Source: an optimization exercise on an open RTL-to-GDS flow (aim: small area, a short achievable clock period and few clock cycles per item). Production flows keep margins and buffers that such runs may drop.
No run shown here included a check of the RTL's function; only the layout flow was run.
No activity file was given, so power comes from the tool's default toggle rates.

`flow/flow/run.sh`:
```
#!/bin/bash
set -euo pipefail
export SETUP_SLACK_MARGIN=8.5
bash standard.sh > standard_flow.log 2>&1
```
`flow/standard.sh`:
```
#!/bin/bash
# synth_recipe.tcl (not shown) runs the flow's synth.tcl, then flattens the netlist and writes it again
# the make line also repeats each setting of config.mk as NAME=value (left out here)
make -C /OpenROAD-flow-scripts/flow DESIGN_CONFIG=/design/flow/config.mk WORK_HOME=/design/flow/orfs CLKGATE_MAP_FILE= SYNTH_SCRIPT=/design/flow/synth_recipe.tcl "${@:-finish}"
```
`flow/config.mk`:
```
export PLATFORM = sky130hd
export DESIGN_NAME = nn_accel
export DESIGN_NICKNAME = nn_accel
export VERILOG_FILES = /design/flow/design.v
export SDC_FILE = /design/flow/constraint.sdc
export NUM_CORES = 4
export LEC_CHECK = 0
export CAP_MARGIN = 20
export CORE_MARGIN = 2
export CORE_UTILIZATION = 55
export SLEW_MARGIN = 20
```
`flow/constraint.sdc`:
```
create_clock -name core_clock -period 12.0 [get_ports {clk_i}]
set_input_delay 2.4000 -clock core_clock [delete_from_list [all_inputs] [get_ports {clk_i}]]
set_output_delay 2.4000 -clock core_clock [all_outputs]
set_load 0.01 [all_outputs]
```
`flow/design.v`:
```
`timescale 1ns/1ps
module mac_pipeline #(
    parameter int K  = 8,
    parameter int KW = 3
) (
    input  logic          clk_i,
    input  logic          rst_i,
    input  logic          op_valid_i,
    input  logic          op_first_i,
    input  logic          op_last_i,
    input  logic [KW-1:0] op_k_i,
    input  logic [31:0]   op_x_i,
    input  logic [31:0]   op_w_i,
    input  logic [KW-1:0] rd_k_i,
    output logic [31:0]   rd_val_o,       
    output logic          row_done_o      
);
    logic          s1_v, s1_first, s1_last;
    logic [KW-1:0] s1_k;
    logic [15:0]   s1_ll;    
    logic [31:0]   s1_lh;    
    logic [31:0]   s1_hl;    
    logic [15:0]   s1_hh;    
    logic [31:0] p_ll;
    logic signed [33:0] p_lh, p_hl;
    logic [15:0] p_hh;
    assign p_ll = op_x_i[15:0] * op_w_i[15:0];
    assign p_lh = $signed({1'b0, op_x_i[15:0]}) * $signed(op_w_i[31:16]);
    assign p_hl = $signed(op_x_i[31:16]) * $signed({1'b0, op_w_i[15:0]});
    assign p_hh = op_x_i[31:16] * op_w_i[31:16];
    always_ff @(posedge clk_i) begin
        if (rst_i) s1_v <= 1'b0;
        else       s1_v <= op_valid_i;
        s1_first <= op_first_i;
        s1_last  <= op_last_i;
        s1_k     <= op_k_i;
        s1_ll    <= p_ll[31:16];
        s1_lh    <= p_lh[31:0];
        s1_hl    <= p_hl[31:0];
        s1_hh    <= p_hh;
    end
    logic [31:0] acc_q [K];
    logic [31:0] acc_rd;
    logic [31:0] acc_base;
    logic [31:0] acc_nx;
    logic [31:0] acc_wb;
    assign acc_rd   = acc_q[s1_k];
    assign acc_base = s1_first ? 32'd0 : acc_rd;
    assign acc_nx   = acc_base + {16'd0, s1_ll} + s1_lh + s1_hl + {s1_hh, 16'd0};
    always_ff @(posedge clk_i) begin
        for (int i = 0; i < K; i++) begin
            if (s1_v && s1_k == KW'(i)) acc_q[i] <= acc_nx;
        end
    end
    assign acc_wb     = acc_q[rd_k_i];
    assign rd_val_o   = acc_wb[31] ? 32'd0 : acc_wb;
    assign row_done_o = s1_v && s1_last;
endmodule
`timescale 1ns/1ps
module nn_accel (
    input  logic         clk_i,
    input  logic         rst_i,
    input  logic         cmd_strobe_i,
    input  logic [31:0]  cmd_addr_i,
    output logic         mem_req_strobe_o,
    output logic         mem_req_rw_o,
    output logic [31:0]  mem_req_addr_o,
    output logic [31:0]  mem_req_wdata_o,
    input  logic         mem_rsp_ready_i,
    input  logic [127:0] mem_rsp_line_i,
    output logic         done_o,
    output logic [31:0]  class_o
);
    localparam int K  = 8;
    localparam int KW = 3;
    localparam int FD = 3;         
    localparam int FW = 2;
    localparam logic [1:0] RK_LINE = 2'd0;
    localparam logic [1:0] RK_HDR  = 2'd1;
    localparam logic [1:0] RK_SIZ  = 2'd2;
    localparam logic [1:0] RK_WR   = 2'd3;
    localparam int MW = 1 + 1 + KW + 3 + 2 + 2 + 1 + 1;
    typedef enum logic [2:0] {
        F_IDLE, F_HDR, F_DESC, F_LINIT, F_GINIT, F_STEP, F_LWAIT, F_FIN
    } fstate_e;
    logic          strobe_q;
    logic          rw_q;
    logic [29:0]   addr_q;
    logic [31:0]   wdata_q;
    logic          pend_q;        
    logic [1:0]    pkind_q;
    logic          plast_q;
    logic [MW-1:0] pmeta_q;
    logic          pr_v;          
    logic [1:0]    pr_kind;
    logic          pr_last;
    logic [MW-1:0] pr_meta;
    logic [FW:0]   credit_q;      
    logic          done_q;
    logic          idle_q;
    logic          rdy;
    logic          accept;
    logic          issue;
    logic          pop;
    assign mem_req_strobe_o = strobe_q;
    assign mem_req_rw_o     = rw_q;
    assign mem_req_addr_o   = {addr_q, 2'b00};
    assign mem_req_wdata_o  = wdata_q;
    assign done_o           = done_q;
    assign rdy    = mem_rsp_ready_i && pend_q;
    assign accept = cmd_strobe_i && idle_q;
    assign issue  = pr_v && (!pend_q || mem_rsp_ready_i);
    fstate_e       fs_q;
    logic [6:0]    sz_q [4];
    logic [2:0]    nl_q;           
    logic [1:0]    l_q;            
    logic [6:0]    n_q;            
    logic [6:0]    m_q;            
    logic [6:0]    j0_q;           
    logic [3:0]    g_q;            
    logic [29:0]   p_q;            
    logic [29:0]   r0_q;           
    logic [29:0]   arow0_q;        
    logic [29:0]   a_q;            
    logic [27:0]   il_q;           
    logic signed [7:0] b_q;        
    logic          wpar_q;         
    logic          fst_q;          
    logic [KW-1:0] k_q;
    logic          item_in_q;      
    logic          fgp_q;          
    logic [1:0]    gtok_q;         
    logic [3:0]    gsz_q [2];      
    logic [1:0]    gval_q;         
    logic          last_layer;
    assign last_layer = ({1'b0, l_q} == nl_q - 3'd1);
    logic          wact_q;
    logic [KW-1:0] wk_q;           
    logic [3:0]    wg_q;
    logic [29:0]   wa_q;           
    logic [6:0]    wj_q;           
    logic          wprio_q;        
    logic [127:0]  slot_q  [FD];
    logic [MW-1:0] smeta_q [FD];
    logic [FD-1:0] sv_q;
    logic [FW-1:0] wp_q, hp_q;
    logic [31:0]   win_q [8];
    logic          started_q;
    logic [1:0]    t_q;
    logic          cgp_q;          
    logic [3:0]    rows_done_q;
    logic          e0_v, e0_first, e0_last;
    logic [KW-1:0] e0_k;
    logic [31:0]   e0_x, e0_w;
    logic [31:0]   acc_val;
    logic          row_done;
    logic          complete;
    logic [30:0]   best_q;
    logic [5:0]    bidx_q;
    assign class_o = {26'd0, bidx_q};
    logic signed [8:0] s_c;
    logic signed [8:0] ns_c;       
    logic          row_ok;
    logic [1:0]    tlo_c, thi_c;
    logic          hf_c, hb_c;
    logic          in_ok;
    logic          f_req;          
    logic          f_go;           
    logic          w_go;           
    logic          step_end;
    logic [6:0]    rem_c;
    assign s_c    = 9'(b_q) - 9'(a_q[1:0]);
    assign ns_c   = $signed({2'b00, n_q}) - s_c;
    assign row_ok = (s_c >= -9'sd3) && (ns_c >= 9'sd0);
    assign hf_c   = (s_c <= 9'sd0);
    assign hb_c   = (ns_c <= 9'sd3);
    assign tlo_c  = hf_c ? 2'(-s_c) : 2'd0;
    assign thi_c  = hb_c ? ns_c[1:0] : 2'd3;
    assign in_ok  = b_q < $signed({1'b0, n_q});
    assign rem_c  = m_q - j0_q;
    assign f_req    = (fs_q == F_STEP) && (item_in_q ? in_ok : row_ok);
    assign w_go     = !pr_v && wact_q && (wprio_q || !f_req || credit_q == '0);
    assign f_go     = !pr_v && !w_go && (fs_q == F_STEP) && (!f_req || credit_q != '0);
    assign step_end = !item_in_q && ({1'b0, k_q} == g_q - 4'd1);
    always_ff @(posedge clk_i) begin
        if (rst_i) begin
            strobe_q <= 1'b0;
            pend_q   <= 1'b0;
            pr_v     <= 1'b0;
            done_q   <= 1'b0;
            idle_q   <= 1'b1;
            fs_q     <= F_IDLE;
            wact_q   <= 1'b0;
        end else begin
            strobe_q <= issue || accept;
            done_q   <= 1'b0;
            if (rdy) pend_q <= 1'b0;
            if (issue) begin
                pend_q  <= 1'b1;
                pkind_q <= pr_kind;
                plast_q <= pr_last;
                pmeta_q <= pr_meta;
                pr_v    <= 1'b0;
            end
            if (accept) begin
                pend_q  <= 1'b1;
                pkind_q <= RK_HDR;
                plast_q <= 1'b0;
                addr_q  <= {cmd_addr_i[31:4], 2'b00};
                rw_q    <= 1'b0;
                idle_q  <= 1'b0;
                fs_q    <= F_HDR;
                fgp_q   <= 1'b0;
                gtok_q  <= 2'd0;
                wprio_q <= 1'b0;
            end
            if (rdy && pkind_q == RK_WR && plast_q) begin
                done_q <= 1'b1;
                idle_q <= 1'b1;
                fs_q   <= F_IDLE;
            end
            if (complete) begin
                wact_q <= 1'b1;
                wk_q   <= '0;
                wg_q   <= gsz_q[cgp_q];
            end
            if (w_go) begin
                addr_q  <= wa_q;
                wdata_q <= acc_val;
                rw_q    <= 1'b1;
                pr_kind <= RK_WR;
                pr_last <= last_layer && (wj_q == m_q - 7'd1);
                pr_v    <= 1'b1;
                wprio_q <= 1'b0;
                wa_q    <= wa_q + 30'd1;
                wj_q    <= wj_q + 7'd1;
                wk_q    <= wk_q + 1'b1;
                if (last_layer) begin
                    if (wj_q == 7'd0 || acc_val[30:0] > best_q) begin
                        best_q <= acc_val[30:0];
                        bidx_q <= wj_q[5:0];
                    end
                end
                if ({1'b0, wk_q} == wg_q - 4'd1) wact_q <= 1'b0;
            end
            if (accept) gtok_q <= 2'd0;
            else gtok_q <= gtok_q + 2'(fs_q == F_GINIT && gtok_q != 2'd2)
                                  - 2'(w_go && {1'b0, wk_q} == wg_q - 4'd1);
            case (fs_q)
                F_HDR: begin                         
                    addr_q  <= addr_q + 30'd4;
                    pr_kind <= RK_SIZ;
                    pr_last <= 1'b0;
                    pr_v    <= 1'b1;
                    fs_q    <= F_DESC;
                end
                F_DESC: if (!pr_v && !pend_q) begin   
                    l_q  <= 2'd1;
                    fs_q <= F_LINIT;
                end
                F_LINIT: begin
                    n_q  <= sz_q[l_q - 2'd1];
                    m_q  <= sz_q[l_q];
                    j0_q <= 7'd0;
                    fs_q <= F_GINIT;
                end
                F_GINIT: if (gtok_q != 2'd2) begin
                    if (j0_q == 7'd0) begin
                        wa_q <= p_q + 30'(n_q);
                        wj_q <= 7'd0;
                    end
                    g_q           <= (rem_c > 7'(K)) ? 4'(K) : rem_c[3:0];
                    gsz_q[fgp_q]  <= (rem_c > 7'(K)) ? 4'(K) : rem_c[3:0];
                    b_q           <= -$signed({6'd0, p_q[1:0]});
                    wpar_q        <= 1'b0;
                    fst_q         <= 1'b1;
                    il_q          <= p_q[29:2];
                    arow0_q       <= r0_q - 30'(p_q[1:0]);
                    a_q           <= r0_q - 30'(p_q[1:0]);
                    k_q           <= '0;
                    item_in_q     <= 1'b1;
                    fs_q          <= F_STEP;
                end
                F_STEP: if (f_go) begin
                    if (f_req) begin
                        rw_q    <= 1'b0;
                        pr_kind <= RK_LINE;
                        pr_last <= 1'b0;
                        pr_v    <= 1'b1;
                        wprio_q <= 1'b1;
                        if (item_in_q) begin
                            addr_q  <= {il_q, 2'b00};
                            pr_meta <= {fgp_q, 1'b0, KW'(0), wpar_q, 2'b00, 2'd0, 2'd0, 1'b0, 1'b0};
                        end else begin
                            addr_q  <= {a_q[29:2], 2'b00};
                            pr_meta <= {fgp_q, 1'b1, k_q, 3'({wpar_q, 2'b00} - {1'b0, a_q[1:0]}),
                                        tlo_c, thi_c, hf_c, hb_c};
                        end
                    end
                    if (item_in_q) begin
                        item_in_q <= 1'b0;
                    end else begin
                        if (fst_q) r0_q <= r0_q + 30'(n_q) + 30'd1;
                        if (step_end) begin
                            b_q       <= b_q + 8'sd4;
                            wpar_q    <= !wpar_q;
                            fst_q     <= 1'b0;
                            il_q      <= il_q + 28'd1;
                            arow0_q   <= arow0_q + 30'd4;
                            a_q       <= arow0_q + 30'd4;
                            k_q       <= '0;
                            item_in_q <= 1'b1;
                            if (b_q + 8'sd1 > $signed({1'b0, n_q})) begin    
                                fgp_q <= !fgp_q;
                                j0_q  <= j0_q + 7'(g_q);
                                fs_q  <= (j0_q + 7'(g_q) == m_q) ? F_LWAIT : F_GINIT;
                            end
                        end else begin
                            k_q <= k_q + 1'b1;
                            a_q <= a_q + 30'(n_q) + 30'd1;
                        end
                    end
                end
                F_LWAIT: if (gtok_q == 2'd0) begin      
                    if (!last_layer) begin
                        p_q  <= p_q + 30'(n_q);
                        l_q  <= l_q + 2'd1;
                        fs_q <= F_LINIT;
                    end else begin
                        fs_q <= F_FIN;
                    end
                end
                default: ;
            endcase
        end
        if (rdy && pkind_q == RK_HDR) begin
            p_q  <= mem_rsp_line_i[31:2];
            r0_q <= mem_rsp_line_i[63:34];
            nl_q <= mem_rsp_line_i[66:64];
        end
        if (rdy && pkind_q == RK_SIZ) begin
            for (int i = 0; i < 4; i++) sz_q[i] <= mem_rsp_line_i[32*i +: 7];
        end
    end
    logic            cap;
    logic [127:0]    hline;
    logic [MW-1:0]   hmeta;
    logic            htag, htype;
    logic [KW-1:0]   hk;
    logic [2:0]      hbase;
    logic [1:0]      htlo, hthi;
    logic            hhf, hhb;
    logic [1:0]      tcur;
    logic            hok;
    logic            op_v;
    logic            prep_line;
    assign cap   = rdy && pkind_q == RK_LINE;
    assign hline = slot_q[hp_q];
    assign hmeta = smeta_q[hp_q];
    assign {htag, htype, hk, hbase, htlo, hthi, hhf, hhb} = hmeta;
    assign tcur  = started_q ? t_q : htlo;
    assign hok   = sv_q[hp_q] && (!htype || (htag == cgp_q && (!wact_q || hk < wk_q)));
    assign op_v  = hok && htype;
    assign pop   = hok && (!htype || tcur == hthi);
    assign complete  = gval_q[cgp_q] && rows_done_q == gsz_q[cgp_q] && !wact_q;
    assign prep_line = f_go && f_req;
    always_ff @(posedge clk_i) begin
        if (cap) begin
            slot_q[wp_q]  <= mem_rsp_line_i;
            smeta_q[wp_q] <= pmeta_q;
        end
        if (sv_q[hp_q] && !htype) begin
            for (int j = 0; j < 4; j++) win_q[{hbase[2], 2'(j)}] <= hline[32*j +: 32];
        end
        if (rst_i || accept) begin
            sv_q        <= '0;
            wp_q        <= '0;
            hp_q        <= '0;
            credit_q    <= (FW+1)'(FD);
            started_q   <= 1'b0;
            cgp_q       <= 1'b0;
            gval_q      <= 2'b00;
            rows_done_q <= 4'd0;
        end else begin
            if (cap) begin
                sv_q[wp_q] <= 1'b1;
                wp_q       <= (wp_q == FW'(FD-1)) ? '0 : wp_q + 1'b1;
            end
            if (pop) begin
                sv_q[hp_q] <= 1'b0;
                hp_q       <= (hp_q == FW'(FD-1)) ? '0 : hp_q + 1'b1;
            end
            credit_q <= credit_q + (FW+1)'(pop) - (FW+1)'(prep_line);
            if (op_v) begin
                started_q <= !pop;
                t_q       <= tcur + 2'd1;
            end
            if (fs_q == F_GINIT && gtok_q != 2'd2) gval_q[fgp_q] <= 1'b1;
            if (complete) begin
                gval_q[cgp_q] <= 1'b0;
                cgp_q         <= !cgp_q;
                rows_done_q   <= 4'd0;
            end else if (row_done) begin
                rows_done_q   <= rows_done_q + 4'd1;
            end
        end
    end
    always_ff @(posedge clk_i) begin
        if (rst_i) e0_v <= 1'b0;
        else       e0_v <= op_v;
        e0_k     <= hk;
        e0_first <= hhf && !started_q;
        e0_last  <= hhb && tcur == hthi;
        e0_w     <= hline[32*tcur +: 32];
        e0_x     <= (hhb && tcur == hthi) ? 32'h0001_0000 : win_q[hbase + 3'(tcur)];
    end
    mac_pipeline #(.K(K), .KW(KW)) u_mac (
        .clk_i      (clk_i),
        .rst_i      (rst_i),
        .op_valid_i (e0_v),
        .op_first_i (e0_first),
        .op_last_i  (e0_last),
        .op_k_i     (e0_k),
        .op_x_i     (e0_x),
        .op_w_i     (e0_w),
        .rd_k_i     (wk_q),
        .rd_val_o   (acc_val),
        .row_done_o (row_done)
    );
endmodule
```
==> results of run 1 <==
routing by layer:
layer | vias up | global-route usage (%) | routed length (µm) | share of wire [%]
met2 | 3184 | 54.4 | 148000 | 47
met4 | 38 | 16.6 | 18200 | 5.8
li1 | 31101 | - | - | -
met5 | - | 0 | 241 | 0.076
met1 | 36101 | 44.0 | 122000 | 39
met3 | 809 | 6.49 | 27000 | 8.6
synth_stat cells (all sizes together) (12+ instances only):
cell,count,area [µm²]
a211oi,66,495
xnor2,266,2330
o22ai,30,188
edfxtp,1349,40500
a222oi,46,460
clkbuf,372,1400
o21bai,20,150
nor3,89,445
a2111oi,13,121
o21a,30,225
nand3,126,631
o211ai,33,248
a21oi,278,1390
fa,733,14700
a221oi,15,131
a22oi,52,390
inv,1035,3880
dfxtp,202,4040
or3,30,198
ha,541,6770
xor2,163,1430
nor2b,37,231
and2,424,2650
nand4,42,263
and3,55,344
mux4,83,1870
a31oi,16,100
o21ai,310,1550
buf,82,447
mux2i,346,3460
nand2,1003,3760
mux2,64,721
a21o,64,480
a221o,13,130
nor2,367,1380
a41oi,23,201
nand2b,45,282
nor4,13,96.3
a21boi,13,97.6
o2111ai,12,105
power breakdown:
group | total, mW | switching (mW) | internal (mW)
clock | 5.24 | 2.23 | 3.01
sequential | 8.00 | 0.254 | 7.75
combinational | 22.3 | 12.1 | 10.2
total | 35.6 | 14.6 | 20.9
flip-flops by register name (all words and copies together), names as in the netlist, 28 cells and up, named ones only:
signal	count
slot_q	384
u_mac.acc_q	256
win_q	256
smeta_q	42
e0_w	32
e0_x	32
u_mac.s1_hl	32
u_mac.s1_lh	32
best_q	31
wdata_q	31
a_q	30
addr_q	30
arow0_q	30
p_q	30
r0_q	30
wa_q	30
il_q	28
sz_q	28
cell families (layout without fill, tap and decap cells):
kind of cell             after synthesis  in the layout  share of synthesized area [%]
AO/OA/AOI/OAI                       1118           1118                           7.26
XOR/XNOR                             429            429                           3.78
adder cells (fa/ha/maj)             1274           1274                           21.6
buffers and inverters               1495           2362                           5.78
flip-flops                          1551           1551                           44.8
multiplexers                         493            495                           6.09
other                                  1             48                        0.00377
AND/OR/NAND/NOR                     2278           2281                           10.7
stage by stage:
step / std cells / hold slack (ps)
4_1_cts: 11746 / 317
2_1_floorplan: 8667 / 310
3_3_place_gp: 10957 / 309
5_1_grt: 11917 / 330
3_5_place_dp: 10958 / 312
6_report: 11928 / 324
layout make-up:
class                           count  area [µm²]
Timing Repair Buffer             1009       12600
Multi-Input combinational cell   5626       54600
Clock buffer                      211        4470
Timing Repair inverter              1        7.51
Fill cell                       12929       55700
Inverter                         1041        3970
Tap cell                         2370        2970
Clock inverter                    100        1110
Antenna cell                       19        47.5
Sequential cell                  1551       44700
timing repair:
item	in CTS	in global routing
hold buffers	0	0
setup buffers	389	154
pin swaps	377	320
gates cloned	88	9
endpoints found under the hold margin	0	0
setup endpoints to repair	1640	956
gates resized for setup	1448	429
path summary, 6_finish.rpt:
path	start	slack [ps]	end	cells past startpoint
worst max register to register	e0_w[10]$_DFF_P_	5640	u_mac.s1_ll[12]$_DFF_P_	25
worst min register to register	e0_k[1]$_DFF_P_	320	u_mac.s1_k[1]$_DFF_P_	0
worst min-delay path	e0_k[1]$_DFF_P_	320	u_mac.s1_k[1]$_DFF_P_	0
worst max-delay path	e0_w[10]$_DFF_P_	5640	u_mac.s1_ll[12]$_DFF_P_	25
==> flow_summary.yaml, run 1 <==
status:
  outcome: "finished clean"
critical_path:
  arrival_ps: 7010
  crit_family: "adder cells"
  path_buf_inv: 8
  critical_path_required_ps: 12650
  cpMostUsedCell: "fa_1"
  crit_slowest_cell: "fa_1"
  worstSetupPathType: "reg2reg"
  critPathMaxStageDelay_ps: 560
  crit_path_end_kind: "flip-flop"
  cp-start-kind: "flip-flop"
  worstPathMaxFanout: 4
global_route:
  grt_pass1_vias: 72480
  grt.total_usage_pct: 33.8
  antenna_found_initial: 45
  grt_max_degree: 98
  grt_pass1_wl_um: 461000
  grt-ovfl-total: 0
pwr:
  leakage_nw: 49.2
  p_per_area_nw_per_um2: 286
  power_mw: 35.6
  vdd_drop_max_uv: 517
floorplanning:
  die_h_um: 429
  pin_count: 263
  rows: 156
  core_area_um2: 180000
  initial_core_util_pct: 55.2
  die_x_um: 429
  die-area_um2: 184000
detailed_routing:
  drt_iter0_drc: 6785
  drt-total-wl_um: 316000
  firstDrtPassIters: 8
  drc: 0
  dr_total_vias: 71233
  wl_per_cell_um: 26.5
  viasPerCell: 5.97
  final_antenna_net_count: 0
timing:
  fmax_ghz: 0.157
  setup_tns_ps: 0
  period_minus_slack_ps: 6360
  period_share_pct: 53.0
  hold_viol_final: 0
  setup_viol: 0
  maxSlewHeadroom_pct: 21.5
  setup_ws_ps: 5640
  clock_skew_ps: 62.6
  slew_violations: 0
  tightest_slew_ps: 1180
  rsz0062_at_grt: "yes"
clocking:
  cts_root_buf: "clkbuf_16"
  numClockSinks: 1551
  clk_path_buf_depth: 3
  cts_buffers: 168
  path_clk_slew_ps: 60
  ctsHtreeMaxLevel: 4
  clock_latency_ps: 850
  cts_tree: "done"
synth:
  synth_edf_count: 1349
  synthFlopType: "edfxtp_1"
  syn_inst: 8639
  syn_area_um2: 99400
  yosys_warnings: 4
  seq_area_frac_synth_pct: 44.8
  post_synth_num_cell_types: 87
  synthArstFlopShare_pct: 0
  avgSynthCellArea_um2: 11.5
  synth-seq-cells: 1551
cells_and_area:
  final_util_pct: 69.1
  layout_commonest_cell: "edfxtp_1"
  stdcell_area_um2: 124000
  drive_above_1_share_pct: 21.7
  area_delta_synth_final_pct: 25.2
  nets: 10836
  final_cell_mix: "edfxtp_1 (1349), inv_1 (963), nand2_1 (955), fa_1 (692), ha_1 (450)"
placement:
  place_area_um2: 104000
  hpwl_um: 188000
  place_ws_ps: 4750
  gp_congestion: 0.886
  port_buffers: 229
flow_run:
  max-cap-violations: 0
worst_hold_path:
  hold_path.class: "reg2reg"
==> run 2: changes to the inputs <==
==> flow/run.sh (new file) <==
#!/bin/bash
# synth_recipe.tcl (not shown) runs the flow's synth.tcl, then flattens the netlist and writes it again
# the make line also repeats each setting of config.mk as NAME=value (left out here)
make -C /OpenROAD-flow-scripts/flow DESIGN_CONFIG=/design/flow/config.mk WORK_HOME=/design/flow/orfs CLKGATE_MAP_FILE= SYNTH_SCRIPT=/design/flow/synth_recipe.tcl finish
--- a/flow/config.mk
+++ b/flow/config.mk
@@ -9,3 +9,4 @@
 export CORE_MARGIN = 2
 export CORE_UTILIZATION = 55
+export SETUP_SLACK_MARGIN = 5
 export SLEW_MARGIN = 20
removed: flow/flow/run.sh
removed: flow/standard.sh
==> flow_summary.yaml, run 2 <==
synth:
  synth-seq-cells: 1551
  synthTopCellsByArea: "edfxtp_1 (41%), fa_1 (15%), ha_1 (6.8%)"
  synthSimpleGateAreaFrac_pct: 10.7
  avgSynthCellArea_um2: 11.5
  synth_top_family_by_area: "adder cells"
  synthAdderAreaFrac_pct: 21.6
  yosysMostFrequentCell: "edfxtp_1"
  synthXorXnorAreaFrac_pct: 3.78
  yosysTopAreaCell: "edfxtp_1"
  synthMuxAreaShare_pct: 6.09
  yosys-top-cells-count: "edfxtp_1 (1349), inv_1 (1034), nand2_1 (1003), fa_1 (733), ha_1 (541)"
  yosys_warnings: 4
  post_synth_num_cell_types: 87
  synthArstFlopShare_pct: 0
  synthFlopType: "edfxtp_1"
  seq_area_frac_synth_pct: 44.8
  synth.top_cell.area_share_pct: 40.7
  synth_compound_area_share_pct: 7.26
  synth_edf_count: 1349
  syn_inst: 8639
  syn_area_um2: 99400
detailed_routing:
  final_antenna_net_count: 0
  wl_per_cell_um: 23.9
  drc: 0
  viasPerCell: 5.83
  dr_total_vias: 65785
  drt_iter0_drc: 5535
  firstDrtPassIters: 9
  drt-total-wl_um: 269000
floorplanning:
  die_h_um: 429
  die-area_um2: 184000
  pin_count: 263
  rows: 156
  die_x_um: 429
  core_area_um2: 180000
  initial_core_util_pct: 55.2
placement:
  placed_cells: 10952
  gp_congestion: 0.908
  port_buffers: 229
  hpwl_um: 187000
clocking:
  cts_tree: "done"
  numClockSinks: 1551
  path_clk_slew_ps: 60
  cts_root_buf: "clkbuf_16"
  cts_buffers: 168
  ctsHtreeMaxLevel: 4
  clk_path_buf_depth: 3
  clock_latency_ps: 820
global_route:
  grt_pass1_vias: 67890
  antenna_found_initial: 37
  grt_max_degree: 130
  grt-ovfl-total: 0
  grt_pass1_wl_um: 411000
  grt.total_usage_pct: 29.5
flow_run:
  max-cap-violations: 0
timing:
  setup_tns_ps: 0
  clock_skew_ps: 58.3
  setup_viol: 0
  tightest_slew_ps: 1110
  rsz0062_at_grt: "no"
  maxSlewHeadroom_pct: 25.2
  period_share_pct: 56.6
  hold_viol_final: 0
  fmax_ghz: 0.147
  period_minus_slack_ps: 6790
  slew_violations: 0
critical_path:
  worstPathMaxFanout: 36
  critPathMaxStageDelay_ps: 630
  crit_path_end_kind: "flip-flop"
  cpMostUsedCell: "a21o_1"
  cp-start-kind: "flip-flop"
  rr_worst_depth: 19
  r2r_end: "u_mac.acc_q[6][28]$_DFFE_PP_"
  critical_path_required_ps: 12530
  reg2reg_slack_ps: 5210
  arrival_ps: 7320
  crit_slowest_cell: "nor3_1"
  worstPathCellList: "buf_6, nand2b_1, buf_4, nor2_1, a211oi_1, a21oi_1, nor3_1, fa_1, fa_1, ha_1, a21o_1, a21o_1, a21o_1, a221o_1, a41oi_1, o311ai_0, a311oi_1, o21bai_1, xor2_1"
  worstSetupPathType: "reg2reg"
  regToRegStartpoint: "u_mac.s1_k[0]$_DFF_P_"
cells_and_area:
  final_cell_mix: "edfxtp_1 (1349), inv_1 (1033), nand2_1 (1001), fa_1 (732), ha_1 (540)"
  nets: 10199
  instances_no_fill: 11275
  largest_reg_flops: 384
  area_delta_synth_final_pct: 11.0
  layout_commonest_cell: "edfxtp_1"
  drive_above_1_share_pct: 7.16
  top_register: "slot_q"
worst_hold_path:
  hold_path.class: "reg2reg"
  min_from: "e0_k[1]$_DFF_P_"
  holdPathEnd: "u_mac.s1_k[1]$_DFF_P_"
  whs_path_depth: 0
pwr:
  leakage_nw: 43.4
  p_per_area_nw_per_um2: 239
  power_mw: 26.4
  vdd_drop_max_uv: 432
status:
  outcome: "finished clean"
## run 2: cell types whose count changed in the layout (fill, tap and decap cells not counted), moves of 55 or more
cell / before / now
buf_4: 361 / 112
buf_12: 142 / 5
buf_6: 154 / 19
ha_1: 450 / 540
ha_4: 74 / 1
clkdlybuf4s50_1: 158 / 229
inv_1: 963 / 1033
a21oi_1: 207 / 276
inv_2: 65 / 1
buf_2: 63 / 0
buf_16: 58 / 3
## run 2: layout make-up
class	count	area (µm²)
Clock inverter	76	947
Multi-Input combinational cell	5621	49600
Tap cell	2370	2970
Timing Repair Buffer	378	3680
Fill cell	14654	69800
Sequential cell	1551	44600
Clock buffer	231	4600
Inverter	1041	3930
Antenna cell	7	17.5
## run 2: worst max-delay path by stage
stage                                              end  slack, ps                  start
after CTS                      u_mac.s1_lh[25]$_DFF_P_       5000    e0_x[14]$_SDFF_PP0_
after global routing           u_mac.s1_lh[25]$_DFF_P_       4990    e0_x[13]$_SDFF_PP0_
final                     u_mac.acc_q[6][28]$_DFFE_PP_       5210  u_mac.s1_k[0]$_DFF_P_
after detailed placement       u_mac.s1_lh[25]$_DFF_P_       4550     e0_x[1]$_SDFF_PP0_
after global placement         u_mac.s1_lh[25]$_DFF_P_       4410     e0_x[2]$_SDFF_PP0_
after floorplan                     sv_q[1]$_SDFF_PP0_       4970        mem_rsp_ready_i
## run 2: critical path, delay by kind of cell (launching register included)
family | cells | cell delay, ps
xor+xnor | 1 | 560
fa+ha+maj | 3 | 1200
flops | 1 | 510
simple gates | 3 | 840
compound gates | 10 | 2670
buf+inv | 2 | 650
## run 2: per-layer routing
metal	track usage, %	part of all wire [%]	up-vias
met3	4.47	6.3	549
li1	-	-	29744
met1	38.3	41	33294
met5	0	0.089	-
met4	11.8	4.3	38
met2	49.8	49	2160
## run 2: what timing repair did
item	CTS	global route
setup endpoints to repair	30	108
setup buffers	0	8
hold buffers	0	0
resized for setup	14	66
## run 2: report_power, final
group	total [mW]	internal (mW)	switching, mW
registers	8.04	7.79	0.256
clock network	5.22	3.04	2.18
logic	13.1	4.66	8.44
## run 2: cell families (layout without fill, tap and decap cells)
kind of cell / after synthesis / in the layout
AND/OR/NAND/NOR: 2278 / 2278
flip-flops: 1551 / 1551
buffers and inverters: 1495 / 1726
adder cells (fa/ha/maj): 1274 / 1274
AO/OA/AOI/OAI: 1118 / 1118
multiplexers: 493 / 493
XOR/XNOR: 429 / 429
other: 1 / 36
## run 2: metrics by stage
step | hold slack [ps] | setup slack [ps] | area [µm²] | utilization, %
after detailed placement | 312 | 4550 | 104000 | 57.9
after floorplan | 310 | 4970 | 99600 | -
final | 324 | 5210 | 110000 | 61.2
after global placement | 310 | 4410 | 104000 | 57.9
after global routing | 327 | 4990 | 110000 | 61.2
after CTS | 324 | 5000 | 110000 | 61.0

-- re-timing with driven ports --
How much do the figures lean on ideal ports? The routed layouts below were timed once more, with nothing changed but the port constraints.
Step 1 sets driving cells, clkbuf_16 on the clock port and buf_2 on the other inputs (assumed; they add their load-dependent delay and slew).
Step 2 adds t to the input delays and takes it off the output delays; t is the mean of the earliest and latest rising clock arrival at the registers after step 1. Input paths then give back, and output paths get back, about the clock's delay inside the block.
Slacks: ideal / step 1 / step 2; pairs: ideal / step 1.
run | t (ns) | slack for setup (ns) | worst setup path at the end | slew at the worst register clock pin (ns) | pins driven straight from the clock port
run 1 | 0.902 | 5.636 / 5.636 / 5.636 | register to register | 0.06 / 0.06 | 1
run 2 | 0.888 | 5.212 / 5.212 / 5.212 | register to register | 0.07 / 0.07 | 1
After both steps setup and hold are still met in every run listed.
